Background: an optimization exercise with open tools, aiming at small area, a short achievable clock period and few clock cycles per item. Do not read the settings as production practice. Function was checked by simulation only, so behaviour that the tests miss may differ from the original. Power is estimated from default activity; no workload was simulated.

File: config.mk
export PLATFORM = sky130hd
export DESIGN_NAME = assembly_source_tokenizer_top
export DESIGN_NICKNAME = assembly_source_tokenizer_top
export VERILOG_FILES = /design/flow/design.v
export SDC_FILE = /design/flow/constraint.sdc
export NUM_CORES = 4
export LEC_CHECK = 0
export CAP_MARGIN = 20
export CORE_MARGIN = 2
export CORE_UTILIZATION = 25
export PLACE_DENSITY = 0.5
export SLEW_MARGIN = 20
File: constraint.sdc
create_clock -name core_clock -period 8.0 [get_ports {clk_i}]
set_input_delay 1.6000 -clock core_clock [delete_from_list [all_inputs] [get_ports {clk_i}]]
set_output_delay 1.6000 -clock core_clock [all_outputs]
set_load 0.01 [all_outputs]
File: design.v
package ast_pkg;
  localparam int unsigned OFFSET_BITS_DEF = 16;
  localparam int unsigned RES_PER_ITEM    = 3;
  localparam int unsigned FIFO_DEPTH      = 4;
  localparam int unsigned NUM_KW          = 9;
  typedef logic [3:0] mode_e;
  localparam logic [3:0] M_IDLE    = 4'd0;
  localparam logic [3:0] M_SECT    = 4'd1;
  localparam logic [3:0] M_REG     = 4'd2;
  localparam logic [3:0] M_LABEL   = 4'd3;
  localparam logic [3:0] M_WORD    = 4'd4;
  localparam logic [3:0] M_NUM     = 4'd5;
  localparam logic [3:0] M_EQW     = 4'd6;
  localparam logic [3:0] M_DASHW   = 4'd7;
  localparam logic [3:0] M_COMMENT = 4'd8;
  localparam logic [4:0] K_CODE  = 5'd0;
  localparam logic [4:0] K_DATA  = 5'd1;
  localparam logic [4:0] K_REG   = 5'd2;
  localparam logic [4:0] K_LABEL = 5'd3;
  localparam logic [4:0] K_EQ    = 5'd4;
  localparam logic [4:0] K_QMARK = 5'd5;
  localparam logic [4:0] K_VAR   = 5'd6;
  localparam logic [4:0] K_KW0   = 5'd7;
  localparam logic [4:0] K_NAME  = 5'd16;
  localparam logic [4:0] K_INT   = 5'd17;
  localparam logic [4:0] K_NONE  = 5'd18;
  localparam logic [1:0] F_NONE    = 2'd0;
  localparam logic [1:0] F_SECTION = 2'd1;
  localparam logic [1:0] F_EQUALS  = 2'd2;
  localparam logic [1:0] F_DASH    = 2'd3;
  localparam logic [7:0] CH_SPACE = 8'h20;
  localparam logic [7:0] CH_NL    = 8'h0a;
  localparam logic [39:0] TXT_CODE = {"e", "d", "o", "c", "#"};
  localparam logic [39:0] TXT_DATA = {"a", "t", "a", "d", "#"};
  function automatic logic [39:0] kw_text(input int i);
    case (i)
      0:       kw_text = {8'd0, "t", "i", "x", "e"};
      1:       kw_text = {16'd0, "d", "d", "a"};
      2:       kw_text = {16'd0, "b", "u", "s"};
      3:       kw_text = {16'd0, "v", "o", "m"};
      4:       kw_text = {8'd0, "m", "u", "n", "e"};
      5:       kw_text = {24'd0, "f", "i"};
      6:       kw_text = {24'd0, "n", "i"};
      7:       kw_text = {8'd0, "e", "s", "l", "e"};
      default: kw_text = {16'd0, "d", "n", "e"};
    endcase
  endfunction
  function automatic logic [15:0] kw_len(input int i);
    case (i)
      0, 4, 7: kw_len = 16'd4;
      5, 6:    kw_len = 16'd2;
      default: kw_len = 16'd3;
    endcase
  endfunction
  typedef struct packed {
    logic [7:0] ch;
    logic       last;
  } in_item_t;
  typedef struct packed {
    logic [4:0]  kind;
    logic [1:0]  fault;
    logic [15:0] start_offset;
    logic [15:0] text_length;
    logic [15:0] line_number;
    logic [15:0] column_number;
    logic        final_res;
  } res_item_t;
  function automatic logic [15:0] sat_inc16(input logic [15:0] v);
    sat_inc16 = (v == 16'hffff) ? v : v + 16'd1;
  endfunction
  function automatic logic is_alpha(input logic [7:0] c);
    is_alpha = ((c >= "a") && (c <= "z")) || ((c >= "A") && (c <= "Z"));
  endfunction
  function automatic logic is_digit(input logic [7:0] c);
    is_digit = (c >= "0") && (c <= "9");
  endfunction
  function automatic logic text_is(input logic [39:0] prefix, input logic [15:0] len,
                                   input logic [39:0] txt, input logic [15:0] tlen);
    text_is = (prefix == txt) && (len == tlen);
  endfunction
  function automatic logic [73:0] close_tok(input mode_e m, input logic [39:0] prefix,
                                            input logic [15:0] len, input logic [15:0] st,
                                            input logic [15:0] st1, input logic [15:0] line,
                                            input logic [15:0] col);
    logic [73:0] r;
    r        = '0;
    r[71:67] = K_NONE;
    r[66:65] = F_NONE;
    r[64:49] = st;
    r[48:33] = len;
    r[32:17] = line;
    r[16:1]  = col;
    case (m)
      M_SECT: begin
        r[73] = 1'b1;
        if (text_is(prefix, len, TXT_CODE, 16'd5)) begin
          r[71:67] = K_CODE;
        end else if (text_is(prefix, len, TXT_DATA, 16'd5)) begin
          r[71:67] = K_DATA;
        end else begin
          r[66:65] = F_SECTION;
          r[72]    = 1'b1;
        end
      end
      M_REG, M_LABEL: begin
        r[73]    = 1'b1;
        r[71:67] = (m == M_REG) ? K_REG : K_LABEL;
        r[64:49] = st1;
        r[48:33] = len - 16'd1;
      end
      M_WORD: begin
        r[73] = 1'b1;
        if (prefix[7:0] == ".") r[71:67] = K_VAR;
        else if (text_is(prefix, len, kw_text(8), kw_len(8))) r[71:67] = 5'd15;
        else if (text_is(prefix, len, kw_text(7), kw_len(7))) r[71:67] = 5'd14;
        else if (text_is(prefix, len, kw_text(6), kw_len(6))) r[71:67] = 5'd13;
        else if (text_is(prefix, len, kw_text(5), kw_len(5))) r[71:67] = 5'd12;
        else if (text_is(prefix, len, kw_text(4), kw_len(4))) r[71:67] = 5'd11;
        else if (text_is(prefix, len, kw_text(3), kw_len(3))) r[71:67] = 5'd10;
        else if (text_is(prefix, len, kw_text(2), kw_len(2))) r[71:67] = 5'd9;
        else if (text_is(prefix, len, kw_text(1), kw_len(1))) r[71:67] = 5'd8;
        else if (text_is(prefix, len, kw_text(0), kw_len(0))) r[71:67] = 5'd7;
        else r[71:67] = K_NAME;
      end
      M_NUM: begin
        r[73]    = 1'b1;
        r[71:67] = K_INT;
      end
      M_EQW, M_DASHW: begin
        r[73]    = 1'b1;
        r[72]    = 1'b1;
        r[66:65] = (m == M_EQW) ? F_EQUALS : F_DASH;
        r[48:33] = 16'd1;
      end
      default: begin
        r[73] = 1'b0;
      end
    endcase
    close_tok = r;
  endfunction
endpackage
module ast_res_fifo (
  input  logic              clk_i,
  input  logic              rst_ni,
  input  logic [1:0]        push_cnt_i,
  input  logic [3*72-1:0]   push_items_i,
  output logic              room_o,
  output logic              out_valid_o,
  input  logic              out_ready_i,
  output logic [71:0]       out_data_o
);
  localparam int unsigned PtrW = $clog2(ast_pkg::FIFO_DEPTH);
  localparam int unsigned CntW = $clog2(ast_pkg::FIFO_DEPTH + 1);
  logic [ast_pkg::FIFO_DEPTH-1:0][71:0] mem_q;
  logic [ast_pkg::RES_PER_ITEM*72-1:0] items;
  logic [PtrW-1:0]     wr_ptr_q, wr_ptr_d, rd_ptr_q, rd_ptr_d;
  logic [CntW-1:0]     cnt_q, cnt_d;
  logic                pop;
  assign out_valid_o = (cnt_q != '0);
  assign pop         = out_valid_o && out_ready_i;
  assign out_data_o  = mem_q[rd_ptr_q];
  assign room_o      = (cnt_q - CntW'(pop)) <= CntW'(ast_pkg::FIFO_DEPTH - ast_pkg::RES_PER_ITEM);
  always_comb begin
    wr_ptr_d = wr_ptr_q + PtrW'(push_cnt_i);
    rd_ptr_d = rd_ptr_q + PtrW'(pop);
    cnt_d    = cnt_q + CntW'(push_cnt_i) - CntW'(pop);
  end
  always_ff @(posedge clk_i or negedge rst_ni) begin
    if (!rst_ni) begin
      wr_ptr_q <= '0;
      rd_ptr_q <= '0;
      cnt_q    <= '0;
    end else begin
      wr_ptr_q <= wr_ptr_d;
      rd_ptr_q <= rd_ptr_d;
      cnt_q    <= cnt_d;
    end
  end
  assign items = push_items_i;
  always_ff @(posedge clk_i) begin
    for (int e = 0; e < ast_pkg::FIFO_DEPTH; e++) begin
      for (int i = 0; i < ast_pkg::RES_PER_ITEM; i++) begin
        if ((2'(i) < push_cnt_i) && (PtrW'(wr_ptr_q + PtrW'(i)) == PtrW'(e))) begin
          mem_q[e] <= items[i*72 +: 72];
        end
      end
    end
  end
endmodule
module ast_lexer #(
  parameter int unsigned OffsetBits = ast_pkg::OFFSET_BITS_DEF
) (
  input  logic              clk_i,
  input  logic              rst_ni,
  input  logic              go_i,
  input  logic [8:0]        item_i,      
  output logic [1:0]        push_cnt_o,
  output logic [3*72-1:0]   push_items_o
);
  ast_pkg::mode_e                 mode_q, mode_d;
  logic [39:0]           prefix_q, prefix_d;
  logic [15:0]           len_q, len_d;
  logic [OffsetBits-1:0] start_q, start_d;
  logic [OffsetBits-1:0] offset_q, offset_d;
  logic [15:0]           line_q, line_d, col_q, col_d;
  logic [15:0]           oline_q, oline_d, ocol_q, ocol_d;
  logic                  halted_q, halted_d;
  logic [7:0]            c;
  logic                  last;
  logic                  used, halt, body_ok;
  logic [39:0]           app_prefix;
  logic [15:0]           app_len;
  logic [OffsetBits+15:0] st_ext_q, st1_ext_q, st_ext_d, st1_ext_d, off_ext;
  logic [73:0]                    cl0, cl2;
  logic [2:0]            r_v;
  logic [71:0]                    r0, r1, r2;
  logic [3*72-1:0] r_flat, p_flat;
  logic [1:0]            idx;
  assign c    = item_i[8:1];
  assign last = item_i[0];
  assign st_ext_q  = {16'd0, start_q};
  assign st1_ext_q = {16'd0, start_q + OffsetBits'(1)};
  assign off_ext   = {16'd0, offset_q};
  assign app_prefix = (len_q < 16'd5) ? (prefix_q | (40'(c) << {len_q[2:0], 3'b000}))
                                      : prefix_q;
  assign app_len    = ast_pkg::sat_inc16(len_q);
  assign cl0 = ast_pkg::close_tok(mode_q, prefix_q, len_q, st_ext_q[15:0], st1_ext_q[15:0],
                         oline_q, ocol_q);
  always_comb begin
    mode_d    = mode_q;
    prefix_d  = prefix_q;
    len_d     = len_q;
    start_d   = start_q;
    offset_d  = offset_q;
    line_d    = line_q;
    col_d     = col_q;
    oline_d   = oline_q;
    ocol_d    = ocol_q;
    halted_d  = halted_q;
    used      = 1'b0;
    halt      = 1'b0;
    body_ok   = 1'b0;
    r_v       = '0;
    r0      = '0;
    r1      = '0;
    r2      = '0;
    st_ext_d  = '0;
    st1_ext_d = '0;
    cl2       = '0;
    if (go_i && !halted_q) begin
      case (mode_q)
        ast_pkg::M_SECT, ast_pkg::M_REG, ast_pkg::M_LABEL: body_ok = (c != ast_pkg::CH_SPACE) && (c != ast_pkg::CH_NL);
        ast_pkg::M_WORD:                 body_ok = ast_pkg::is_alpha(c) || (c == "_") || (c == ".");
        ast_pkg::M_NUM:                  body_ok = ast_pkg::is_digit(c) || (c == ".");
        default:                body_ok = 1'b0;
      endcase
      case (mode_q)
        ast_pkg::M_SECT, ast_pkg::M_REG, ast_pkg::M_LABEL, ast_pkg::M_WORD, ast_pkg::M_NUM: begin
          if (body_ok) begin
            prefix_d = app_prefix;
            len_d    = app_len;
            used     = 1'b1;
          end else begin
            r_v[0] = cl0[73];
            r0   = cl0[71:0];
            halt   = cl0[72];
            mode_d = ast_pkg::M_IDLE;
          end
        end
        ast_pkg::M_EQW: begin
          if (c == "=") begin
            r_v[0]              = 1'b1;
            r0[71:67]           = ast_pkg::K_EQ;
            r0[66:65]          = ast_pkg::F_NONE;
            r0[64:49]   = st_ext_q[15:0];
            r0[48:33]    = 16'd2;
            r0[32:17]    = oline_q;
            r0[16:1]  = ocol_q;
            mode_d              = ast_pkg::M_IDLE;
            used                = 1'b1;
          end else begin
            r_v[0] = cl0[73];
            r0   = cl0[71:0];
            halt   = cl0[72];
            mode_d = ast_pkg::M_IDLE;
          end
        end
        ast_pkg::M_DASHW: begin
          if (c == "-") begin
            mode_d = ast_pkg::M_COMMENT;
            used   = 1'b1;
          end else begin
            r_v[0] = cl0[73];
            r0   = cl0[71:0];
            halt   = cl0[72];
            mode_d = ast_pkg::M_IDLE;
          end
        end
        ast_pkg::M_COMMENT: begin
          if (c != ast_pkg::CH_NL) used = 1'b1;
          else mode_d = ast_pkg::M_IDLE;
        end
        default: begin
          mode_d = ast_pkg::M_IDLE;
        end
      endcase
      if (!halt) begin
        if (!used) begin
          if ((c == "#") || (c == "$") || (c == ":") || (c == "=") || (c == "-") ||
              ast_pkg::is_alpha(c) || (c == ".") || ast_pkg::is_digit(c)) begin
            start_d  = offset_q;
            len_d    = 16'd1;
            prefix_d = 40'(c);
            oline_d  = line_q;
            ocol_d   = col_q;
            if (c == "#") mode_d = ast_pkg::M_SECT;
            else if (c == "$") mode_d = ast_pkg::M_REG;
            else if (c == ":") mode_d = ast_pkg::M_LABEL;
            else if (c == "=") mode_d = ast_pkg::M_EQW;
            else if (c == "-") mode_d = ast_pkg::M_DASHW;
            else if (ast_pkg::is_digit(c)) mode_d = ast_pkg::M_NUM;
            else mode_d = ast_pkg::M_WORD;
          end else if (c == "?") begin
            r_v[1]             = 1'b1;
            r1[71:67]          = ast_pkg::K_QMARK;
            r1[66:65]         = ast_pkg::F_NONE;
            r1[64:49]  = off_ext[15:0];
            r1[48:33]   = 16'd1;
            r1[32:17]   = line_q;
            r1[16:1] = col_q;
          end
        end
        if (last) begin
          st_ext_d  = {16'd0, start_d};
          st1_ext_d = {16'd0, start_d + OffsetBits'(1)};
          cl2 = ast_pkg::close_tok(mode_d, prefix_d, len_d, st_ext_d[15:0], st1_ext_d[15:0],
                          oline_d, ocol_d);
          if (mode_d != ast_pkg::M_COMMENT) begin
            r_v[2] = cl2[73];
            r2   = cl2[71:0];
            halt   = cl2[72];
          end
          mode_d = ast_pkg::M_IDLE;
          if (r_v == 3'b000) begin
            r_v[2]             = 1'b1;
            r2[71:67]          = ast_pkg::K_NONE;
            r2[66:65]         = ast_pkg::F_NONE;
            r2[64:49]  = off_ext[15:0];
            r2[48:33]   = 16'd0;
            r2[32:17]   = line_q;
            r2[16:1] = col_q;
          end
        end
        offset_d = offset_q + OffsetBits'(1);
        if (c == ast_pkg::CH_NL) begin
          line_d = ast_pkg::sat_inc16(line_q);
          col_d  = 16'd1;
        end else begin
          col_d  = ast_pkg::sat_inc16(col_q);
        end
      end
      halted_d = halt;
      if (last) begin
        if (r_v[2]) r2[0] = 1'b1;
        else if (r_v[1]) r1[0] = 1'b1;
        else if (r_v[0]) r0[0] = 1'b1;
      end
      if (last && !halt) begin
        mode_d   = ast_pkg::M_IDLE;
        prefix_d = '0;
        len_d    = '0;
        start_d  = '0;
        offset_d = '0;
        line_d   = 16'd1;
        col_d    = 16'd1;
        oline_d  = 16'd1;
        ocol_d   = 16'd1;
      end
    end
  end
  localparam int unsigned ResW = 72;
  assign r_flat = {r2, r1, r0};
  always_comb begin
    p_flat = '0;
    idx    = '0;
    for (int i = 0; i < ast_pkg::RES_PER_ITEM; i++) begin
      if (r_v[i]) begin
        p_flat[idx*ResW +: ResW] = r_flat[i*ResW +: ResW];
        idx                      = idx + 2'd1;
      end
    end
    push_items_o = p_flat;
    push_cnt_o   = idx;
  end
  always_ff @(posedge clk_i or negedge rst_ni) begin
    if (!rst_ni) begin
      mode_q   <= ast_pkg::M_IDLE;
      prefix_q <= '0;
      len_q    <= '0;
      start_q  <= '0;
      offset_q <= '0;
      line_q   <= 16'd1;
      col_q    <= 16'd1;
      oline_q  <= 16'd1;
      ocol_q   <= 16'd1;
      halted_q <= 1'b0;
    end else begin
      mode_q   <= mode_d;
      prefix_q <= prefix_d;
      len_q    <= len_d;
      start_q  <= start_d;
      offset_q <= offset_d;
      line_q   <= line_d;
      col_q    <= col_d;
      oline_q  <= oline_d;
      ocol_q   <= ocol_d;
      halted_q <= halted_d;
    end
  end
endmodule
module assembly_source_tokenizer_top #(
  parameter int unsigned OffsetBits = ast_pkg::OFFSET_BITS_DEF
) (
  input  logic               clk_i,
  input  logic               rst_ni,
  input  logic               in_valid_i,
  output logic               in_ready_o,
  input  logic [8:0]         in_data_i,    
  output logic               out_valid_o,
  input  logic               out_ready_i,
  output logic [71:0]        out_data_o    
);
  logic [8:0] in_q;
  logic     in_vld_q;
  logic     room;
  logic     proc;
  logic [1:0] push_cnt;
  logic [3*72-1:0] push_items;
  assign proc       = in_vld_q && room;
  assign in_ready_o = !in_vld_q || proc;
  always_ff @(posedge clk_i or negedge rst_ni) begin
    if (!rst_ni) begin
      in_vld_q <= 1'b0;
    end else if (in_valid_i && in_ready_o) begin
      in_vld_q <= 1'b1;
    end else if (proc) begin
      in_vld_q <= 1'b0;
    end
  end
  always_ff @(posedge clk_i) begin
    if (in_valid_i && in_ready_o) in_q <= in_data_i;
  end
  ast_lexer #(
    .OffsetBits(OffsetBits)
  ) u_lexer (
    .clk_i  (clk_i),
    .rst_ni (rst_ni),
    .go_i   (proc),
    .item_i (in_q),
    .push_cnt_o   (push_cnt),
    .push_items_o (push_items)
  );
  ast_res_fifo u_fifo (
    .clk_i       (clk_i),
    .rst_ni      (rst_ni),
    .push_cnt_i   (push_cnt),
    .push_items_i (push_items),
    .room_o      (room),
    .out_valid_o (out_valid_o),
    .out_ready_i (out_ready_i),
    .out_data_o  (out_data_o)
  );
endmodule
File: run.sh
#!/bin/bash
# synth_recipe.tcl (not shown) runs the flow's synth.tcl, then flattens the netlist and writes it again
# the make line also repeats each setting of config.mk as NAME=value (left out here)
make -C /OpenROAD-flow-scripts/flow DESIGN_CONFIG=/design/flow/config.mk WORK_HOME=/design/flow/orfs CLKGATE_MAP_FILE= SYNTH_SCRIPT=/design/flow/synth_recipe.tcl finish
==> run summary <==
Routing:
- The vias per cell is 6.09.
- The detailed-router iteration count before antenna repair is 6.
- For this run, design rule violations remaining after detail routing come to 0.
- For this block, the routed nets add up to 151000 um of wire.
- The first routing iteration left 5035 violations.
- The vias after detailed routing is 31400.
- Dividing the detail-routed wire length by the instance count gives 29.3 um.
- The number of routed nets with antenna violations is 0.

Yosys:
- The number of enable flip-flop cells after synthesis is 297.
- Summing every instance area after synthesis gives 31900 um2.
- The number of different library cells used by synthesis comes to 112.
- Of the total synthesized cell area, the portion taken by XOR and XNOR cells is 1.65%.
- Synthesis produced 3475 cells.
- The number of warnings issued by yosys is 3.
- The synthesized area divided by synthesized cell count is 9.19 um2.
- Of the post-synthesis cell area, the part taken by muxes is 6.60%.
- The synthesized flop and latch total is 462.
- Summing the areas of all compound-gate instances in the mapped netlist gives 26.6% of the synthesized area.
- Synthesis produced a netlist with a net count of 3514.
- The portion of synthesized cell area occupied by the leading cell type is 27.9%.
- After synthesis, the cell types taking the most area are sky130_fd_sc_hd__edfxtp_1 (28%), sky130_fd_sc_hd__dfrtp_1 (13%), sky130_fd_sc_hd__mux4_2 (5.1%).
- Of all cell types, the one taking the most synthesized area is sky130_fd_sc_hd__edfxtp_1.
- After synthesis, the largest family of logic cells by area is compound AO/OA/AOI/OAI gates.
- In the synthesized netlist the async set-or-reset flop fraction comes to 35.7%.
- Summing the areas of all and, or, nand and nor instances in the mapped netlist gives 18.6% of the synthesized area.
- The synthesized netlist devotes 1.04% of its cell area to adder and majority cells.
- The commonest register cell after synthesis is sky130_fd_sc_hd__edfxtp_1.
- The share of the yosys chip area belonging to registers is 40.9%.

Setup path:
- The most numerous cell type found on the critical path is sky130_fd_sc_hd__buf_4.
- The delay of the slowest cell on the worst path is 1.06 ns.
- The worst setup path is of the register to register kind.
- The worst setup path is launched from a register.
- The number of cells on the critical path is 16.
- Counting both buffers and inverters, the worst setup path holds a total of 3.
- The data arrival time of the critical path is 7.52 ns.
- The worst register-to-register path has a depth of 16.
- The family of cells with the greatest summed delay on the critical path is simple AND/OR/NAND/NOR gates.
- The type of destination of the critical path is a register.
- The maximum net fanout on the critical path is 56.
- The slowest stage cell on the critical path is sky130_fd_sc_hd__edfxtp_1.
- The critical path data required time is 8.40 ns.
- The signal on the critical path passes through and4_1 > nand4b_1 > o32ai_2 > buf_4 > nor4_4 > buf_4 > nand2_2 > buf_4 > nand4_1 > nor4_1 > o2111ai_2 > and4_4 > nor3_4 > nand2_2 > a222oi_1 > o221ai_1.

Cells and area:
- The leading cell type in the layout, fill and taps excluded is sky130_fd_sc_hd__nand2_1.
- Summing all multi-input logic gate instances after layout gives 17600 um2.
- In the final design database the tool counted 3482 nets.
- Across the whole layout, storage elements account for 13100 um2.
- Leaving out filler cells and counting taps, the final layout contains 5148.
- The utilization of the core after routing is 29.0%.
- In the layout the commonest cells are sky130_fd_sc_hd__nand2_1 (431), sky130_fd_sc_hd__edfxtp_1 (297), sky130_fd_sc_hd__nor2_1 (282).
- The fraction of final layout cells sized beyond drive strength 1 is 12.0%.
- The count of inserted antenna diode cells is 0.
- Counting the fill cells in the layout gives 13400.
- Relative to the synthesized area, the layout overhead comes to 15.6%.

Pwr:
- The ratio of total power to cell area is 273 nW/um2.
- The post-route total power is 10.1 mW.
- The worst ir drop on vdd is 0.000198 V.
- The static leakage is 12.7 nW.

STA:
- The routed design could run at a clock period as short as 7.12 ns.
- Setup repair after global routing left no endpoint under its margin.
- The achievable frequency is 140 MHz.
- The fraction of the cycle the final worst path needs is 89.0%.
- Setup violations remaining at the end of the flow were counted as 0.
- The clock tree skew after final layout is 0.0723 ns.
- In this run the tightest slew margin relative to its limit is 17.3%.
- At the pin with the least slew margin, the transition time is 1.21 ns.
- The hold violation total from the final report is 0.
- The worst-case setup margin in the final layout is 0.877 ns.
- The number of max-slew violations in the final report is 0.

Global routing:
- The initial antenna violation count is 1.
- After global routing the overflow that remains totals 0.
- The via count of the first global-routing pass is 29400.
- The overall global routing resource usage is 22.3%.
- The wire length of the first global-routing pass is 218000 um.
- Entering global routing, the biggest net connects 86 pins.

CTS:
- The buffer levels on the longest clock path is 3.
- The H-tree depth is 2.
- The clock tree from TritonCTS is yes.
- The clock transition at the registers of the reported paths is 0.06 ns.
- The number of instances resized during post-cts repair is 0.
- Counting the buffers created by CTS gives 54.
- Clock tree synthesis found a total of 462 sinks.
- The total setup buffers inserted after CTS is 0.
- The number of buffers added to fix hold violations after cts is 0.
- The later pin in the worst-skew pair is clocked with a latency of 0.69 ns.
- In this run the clock root is driven by a sky130_fd_sc_hd__clkbuf_16.

Floorplan:
- The chip width is 361 um.
- The die is 361 um tall.
- The area inside the core boundary is 127000 um2.
- 87 I/O pins were placed.
- For this configuration, the core starts out at a cell density of 25.1%.
- The die covers 131000 um2.
- In this run the core area contains 131 standard-cell rows.

Run status:
- The flow ran to the end and the layout has no timing, DRC or antenna violations.

Placement:
- Routability-driven placement finished with a final weighted congestion of 1.01.
- Including well taps, the total number of placed cells is 5048.
- The HPWL after detailed placement is 107000 um.
- The worst setup timing slack at the placement stage is 0.831 ns.
- The port buffer count is 86.

Min path:
- The worst hold path was traced through 2 stages.
- In this run the worst hold path is classified as register to register.

Run:
- Max-cap violations in this run came to 0.
synthesized netlist by cell type (all sizes together), types with 30 or more instances:
| master | number |
|---|---|
| a21o | 45 |
| a21oi | 169 |
| a221o | 33 |
| a22o | 75 |
| a22oi | 123 |
| and2 | 30 |
| and3 | 36 |
| buf | 82 |
| clkbuf | 231 |
| dfrtp | 161 |
| edfxtp | 297 |
| inv | 59 |
| mux2i | 35 |
| mux4 | 72 |
| nand2 | 434 |
| nand3 | 95 |
| nand4 | 57 |
| nor2 | 302 |
| nor3 | 86 |
| nor4 | 39 |
| o211ai | 37 |
| o21ai | 280 |
| o221ai | 94 |
| o22ai | 72 |
| o31ai | 30 |
| or3 | 31 |
| xnor2 | 31 |
layer usage:
layer / vias to the layer above / share of wire, % / global-route usage, %
met1: 15600 / 43 / 31.7
met2: 2003 / 42 / 33.1
met4: 0 / 5.1 / 10.0
li1: 13400 / - / -
met5: - / 0 / 0
met3: 336 / 9.8 / 3.85
stage by stage:
stage          instance area (um2)  TNS, ns  hold slack, ns
2_1_floorplan                31900  -371.73           0.454
3_3_place_gp                 35000        0           0.475
3_5_place_dp                 35000        0           0.483
4_1_cts                      36900        0           0.497
5_1_grt                      36900        0           0.528
6_report                     36900        0           0.492
layout make-up:
class	instances	share of cell area (%)
multi-input cells	2641	47.8
flip-flops and latches	462	35.4
well taps	1662	5.63
repair buffers	225	5.40
clock buffers	69	3.98
clock inverters	30	1.20
inverters	59	0.600
worst register-to-register path, stage by stage, from the launching register on:
cell                        delay [ns]
sky130_fd_sc_hd__edfxtp_1         1.06
sky130_fd_sc_hd__and4_1           0.45
sky130_fd_sc_hd__nand4b_1         0.20
sky130_fd_sc_hd__o32ai_2          0.37
sky130_fd_sc_hd__buf_4            0.34
sky130_fd_sc_hd__nor4_4           0.13
sky130_fd_sc_hd__buf_4            0.29
sky130_fd_sc_hd__nand2_2          0.09
sky130_fd_sc_hd__buf_4            0.61
sky130_fd_sc_hd__nand4_1          0.65
sky130_fd_sc_hd__nor4_1           0.56
sky130_fd_sc_hd__o2111ai_2        0.30
sky130_fd_sc_hd__and4_4           0.30
sky130_fd_sc_hd__nor3_4           0.24
sky130_fd_sc_hd__nand2_2          0.23
sky130_fd_sc_hd__a222oi_1         0.82
sky130_fd_sc_hd__o221ai_1         0.25
flip-flops by register name, summed over array words and instances (netlist names), 2 cells and up:
name              count
u_fifo.mem_q        288
u_lexer.prefix_q     40
u_lexer.col_q        16
u_lexer.len_q        16
u_lexer.line_q       16
u_lexer.ocol_q       16
u_lexer.offset_q     16
u_lexer.oline_q      16
u_lexer.start_q      16
in_q                  9
u_lexer.mode_q        4
u_fifo.cnt_q          3
u_fifo.rd_ptr_q       2
u_fifo.wr_ptr_q       2
where the power goes:
part | switching, mW | internal, mW
Clock | 1.13 | 1.57
Sequential | 0.450 | 2.86
Combinational | 2.57 | 1.48
cells by family (layout without fill, tap and decap cells):
kind of cell / count (synthesis) / after routing
and+or+nand+nor: 1234 / 1234
AOI/OAI and AO/OA: 1202 / 1202
DFF: 462 / 462
adders and majority gates: 26 / 26
xor gates and xnor gates: 60 / 60
buffers and inverters: 372 / 383
muxes: 119 / 119
path summary, 6_finish.rpt:
check / startpoint / endpoint / slack [ns]
max in group asynchronous: rst_ni / u_lexer.start_q[2] / 5.82
worst max register to register: in_q[3] / u_fifo.mem_q[4] / 0.88
min in group asynchronous: rst_ni / u_lexer.col_q[9] / 0.98
worst max-delay path: in_q[3] / u_fifo.mem_q[4] / 0.88
worst min register to register: u_lexer.prefix_q[39] / u_lexer.prefix_q[39] / 0.49
worst min-delay path: u_lexer.prefix_q[39] / u_lexer.prefix_q[39] / 0.49
Testbench counts, summed over its fixed seeds: cycles 43,776, bytes 43,768.

re-timing with driven ports:
In the flow no input, the clock included, has a driving cell. The finished layout below was timed again as built, in two steps.
Step 1 (the two cells are an assumption about what drives the block):
set clk [get_ports {clk_i}]
set_driving_cell -lib_cell sky130_fd_sc_hd__clkbuf_16 $clk
set_driving_cell -lib_cell sky130_fd_sc_hd__buf_2 [delete_from_list [all_inputs] $clk]
Step 2 times the ports against the registers' clock, not the clock port: input delays grow and output delays shrink by t, the midpoint of the rising clock arrivals with the driver on.
Three values: ideal, step 1, step 2; two values: the first two.
t (ns): 0.733
slack for setup (ns): 0.877 / 0.877 / 0.659
clock arrival spread, ns: 0.073 / 0.072
worst register clock-pin slew, ns: 0.07 / 0.07
pins driven straight from the clock port: 1
After both steps this run still meets setup and hold. For this run, drivers alone change the setup slack by 0.000 ns; drivers and shift together by -0.218 ns.
